Source: an optimization exercise on an open RTL-to-GDS flow (aim: a short achievable clock period, few clock cycles per item and low power). Production flows keep margins and buffers that such runs may drop.
The RTL was checked by simulation tests, not by an equivalence proof against the original design.
Power figures rest on the tool's default switching activity, not on a simulated workload.

## riscv_hart_top
module riscv_hart_top #(
	parameter logic [XLEN-1:0] RESET_PC = 32'h0000_0000
) (
	input  logic            clock_bus_i,
	input  logic            reset_i,
	output logic [3:0]      exception_bus_o,
	output logic [XLEN-1:0] inst_addr_o,
	output logic            mem_req0_o,
	output logic [XLEN-1:0] mem_add0_o,
	input  logic [XLEN-1:0] mem_data0_i,
	input  logic            mem_done0_i,
	output logic            mem_req1_o,
	output logic            mem_rw1_o,
	output logic [XLEN-1:0] mem_add1_o,
	output logic [XLEN-1:0] mem_data1_o,
	input  logic [XLEN-1:0] mem_data1_i,
	input  logic            mem_done1_i,
	output logic            per_req_o,
	output logic            per_rw_o,
	output logic [XLEN-1:0] per_add_o,
	output logic [XLEN-1:0] per_data_o,
	input  logic [XLEN-1:0] per_data_i
);
Size: ~4,400 cells after synthesis, roughly 1,300 flip-flops.
export LEC_CHECK = 0
export CAP_MARGIN = 20
export CORE_MARGIN = 2
export CORE_UTILIZATION = 40
export SLEW_MARGIN = 20
create_clock -name core_clock -period 9.0 [get_ports {clock_bus_i}]
run.sh (not shown) runs the stock make flow with config.mk's settings and CLKGATE_MAP_FILE= SYNTH_SCRIPT=/design/flow/synth_recipe.tcl, a recipe that flattens the netlist after the stock synthesis.
Testbench counts at the start, summed over its fixed seeds: cycles 33,204, instrs 15,403.
Next try:
- ABC_CLOCK_PERIOD_IN_PS: unset -> 3000
- CTS_BUF_LIST: unset -> sky130_fd_sc_hd__clkbuf_4
- SETUP_SLACK_MARGIN: unset -> 5
Result: The new run went through all stages and came out clean. Sequential share of layout area drops by 0.99 points. Routed wire length climbs by 6.1%. Via count climbs by 6.1%.

== lane 1 ==
riscv_hart_top, a different RTL version from the one above (not shown whole).
For scale: about 1300 flip-flops, roughly 300 I/O pins.
==> flow/config.mk <==
export PLATFORM = sky130hd
export DESIGN_NAME = riscv_hart_top
export DESIGN_NICKNAME = riscv_hart_top
export VERILOG_FILES = /design/flow/design.v
export SDC_FILE = /design/flow/constraint.sdc
export NUM_CORES = 4
export LEC_CHECK = 0
export ABC_CLOCK_PERIOD_IN_PS = 3000
export CAP_MARGIN = 30
export CORE_MARGIN = 2
export CORE_UTILIZATION = 40
export CTS_BUF_LIST = sky130_fd_sc_hd__clkbuf_8
export CTS_CLUSTER_DIAMETER = 50
export CTS_CLUSTER_SIZE = 16
export SETUP_SLACK_MARGIN = 5
export SLEW_MARGIN = 30
==> flow/constraint.sdc <==
create_clock -name core_clock -period 9.0 [get_ports {clock_bus_i}]
set_input_delay 1.8000 -clock core_clock [delete_from_list [all_inputs] [get_ports {clock_bus_i}]]
set_output_delay 1.8000 -clock core_clock [all_outputs]
set_load 0.01 [all_outputs]
standard.sh (not shown) runs the stock make flow with config.mk's settings and CLKGATE_MAP_FILE= SYNTH_SCRIPT=/design/flow/synth_recipe.tcl, a recipe that flattens the netlist after the stock synthesis.
==> flow/flow/run.sh <==
#!/bin/bash
set -euo pipefail
sed -e 's/SETUP_SLACK_MARGIN=[0-9.]*/SETUP_SLACK_MARGIN=5.5 BUFFER_PORTS_ARGS="-buffer_cell sky130_fd_sc_hd__buf_2"/' standard.sh > standard_custom.sh
grep -c BUFFER_PORTS_ARGS standard_custom.sh
bash standard_custom.sh > standard.log 2>&1
Testbench counts of lane 1, summed over its fixed seeds: cycles 31,480, instrs 15,403.
Modified inputs, lane 2 compared to lane 1
==> flow/run.sh (new file) <==
#!/bin/bash
# synth_recipe.tcl (not shown) runs the flow's synth.tcl, then flattens the netlist and writes it again
# the make line also repeats each setting of config.mk as NAME=value (left out here)
make -C /OpenROAD-flow-scripts/flow DESIGN_CONFIG=/design/flow/config.mk WORK_HOME=/design/flow/orfs CLKGATE_MAP_FILE= SYNTH_SCRIPT=/design/flow/synth_recipe.tcl finish
removed: flow/flow/run.sh
removed: flow/standard.sh
## What came out
- Lane 2 vs. lane 1: area overhead of the layout relative to synthesis now smaller; switching power now smaller; number of nets in the finished design now smaller; placement-stage cell area now larger; cell area power density now smaller.
- Number of antenna violations at the first check in global routing, lane 1 and lane 2: smaller value in lane 1

RTL: one of the versions met above, not the one the previous note started from.
For scale: about 4,400 cells after synthesis, roughly 300 I/O pins.
make LEC_CHECK=0 ABC_CLOCK_PERIOD_IN_PS=3000 CAP_MARGIN=20 CORE_MARGIN=2 CORE_UTILIZATION=60 CTS_BUF_LIST=sky130_fd_sc_hd__clkbuf_4 CTS_CLUSTER_DIAMETER=40 CTS_CLUSTER_SIZE=10 SETUP_SLACK_MARGIN=5 SLEW_MARGIN=20 finish   # period 9.0 ns
run.sh (not shown) runs the stock make flow with config.mk's settings and CLKGATE_MAP_FILE= SYNTH_SCRIPT=/design/flow/synth_recipe.tcl, a recipe that flattens the netlist after the stock synthesis.
Stock flow here: none of the scripts above is used.
The first run produced a layout that fails on capacitance limit, slew limit.
Testbench counts at the start, summed over its fixed seeds: cycles 33,204, instrs 15,403.
Change:
Settings changed: CORE_UTILIZATION 60 to 40, CTS_BUF_LIST sky130_fd_sc_hd__clkbuf_4 to unset, CTS_CLUSTER_DIAMETER 40 to unset, CTS_CLUSTER_SIZE 10 to unset.
What happened:
- This time the run went through all stages and came out clean
- synthesized area does not change
- synthesized cell count stays the same
- fmax goes up by 3.1%
- sequential power barely changes
Change:
Settings changed: CORE_UTILIZATION 40 to 60, CTS_BUF_LIST set to sky130_fd_sc_hd__clkbuf_8, CTS_CLUSTER_DIAMETER set to 50, CTS_CLUSTER_SIZE set to 16.
The changed run reached the layout checks and failed them: capacitance limit, slew limit.
Via count is higher by 0.81%.
Worst hold slack stays flat.
Clock power decreases by 30%.
Cell count came out lower by 11%.

-- re-timing with driven ports --
The flow's constraints put no driver on any port. The routed layouts listed below were extracted and timed again, unchanged, in two steps. Step 1, drivers: a clkbuf_16 drives clock_bus_i and a buf_2 each remaining input, both assumed. Step 2 adds t to the input delays and takes it off the output delays; t is the mean of the earliest and latest rising clock arrival at the registers after step 1. Input paths then give back, and output paths get back, about the clock's delay inside the block. Slacks: ideal / step 1 / step 2; pairs: ideal / step 1.
run | t, ns | setup slack, ns | worst setup path after step 2 | slew at the worst register clock pin (ns)
the first run of note 1 | 0.875 | 4.001 / 4.001 / 4.001 | register to register | 0.07 / 0.07
the second run of note 1 | 1.392 | 4.989 / 4.989 / 4.458 | input to register | 0.08 / 0.08
lane 1 | 0.978 | 4.921 / 4.950 / 3.972 | input to register | 0.11 / 0.11
lane 2 | 0.984 | 4.859 / 4.891 / 3.907 | input to register | 0.11 / 0.11
the first run of note 3 | 1.244 | 4.856 / 4.856 / 4.239 | input to register | 0.12 / 0.12
the second run of note 3 | 0.887 | 4.981 / 4.981 / 4.426 | input to register | 0.07 / 0.07
the third run of note 3 | 0.918 | 4.968 / 4.968 / 4.309 | input to register | 0.10 / 0.10
For lane 2, which loses most, drivers alone change the setup slack by +0.032 ns; drivers and shift together by -0.952 ns.
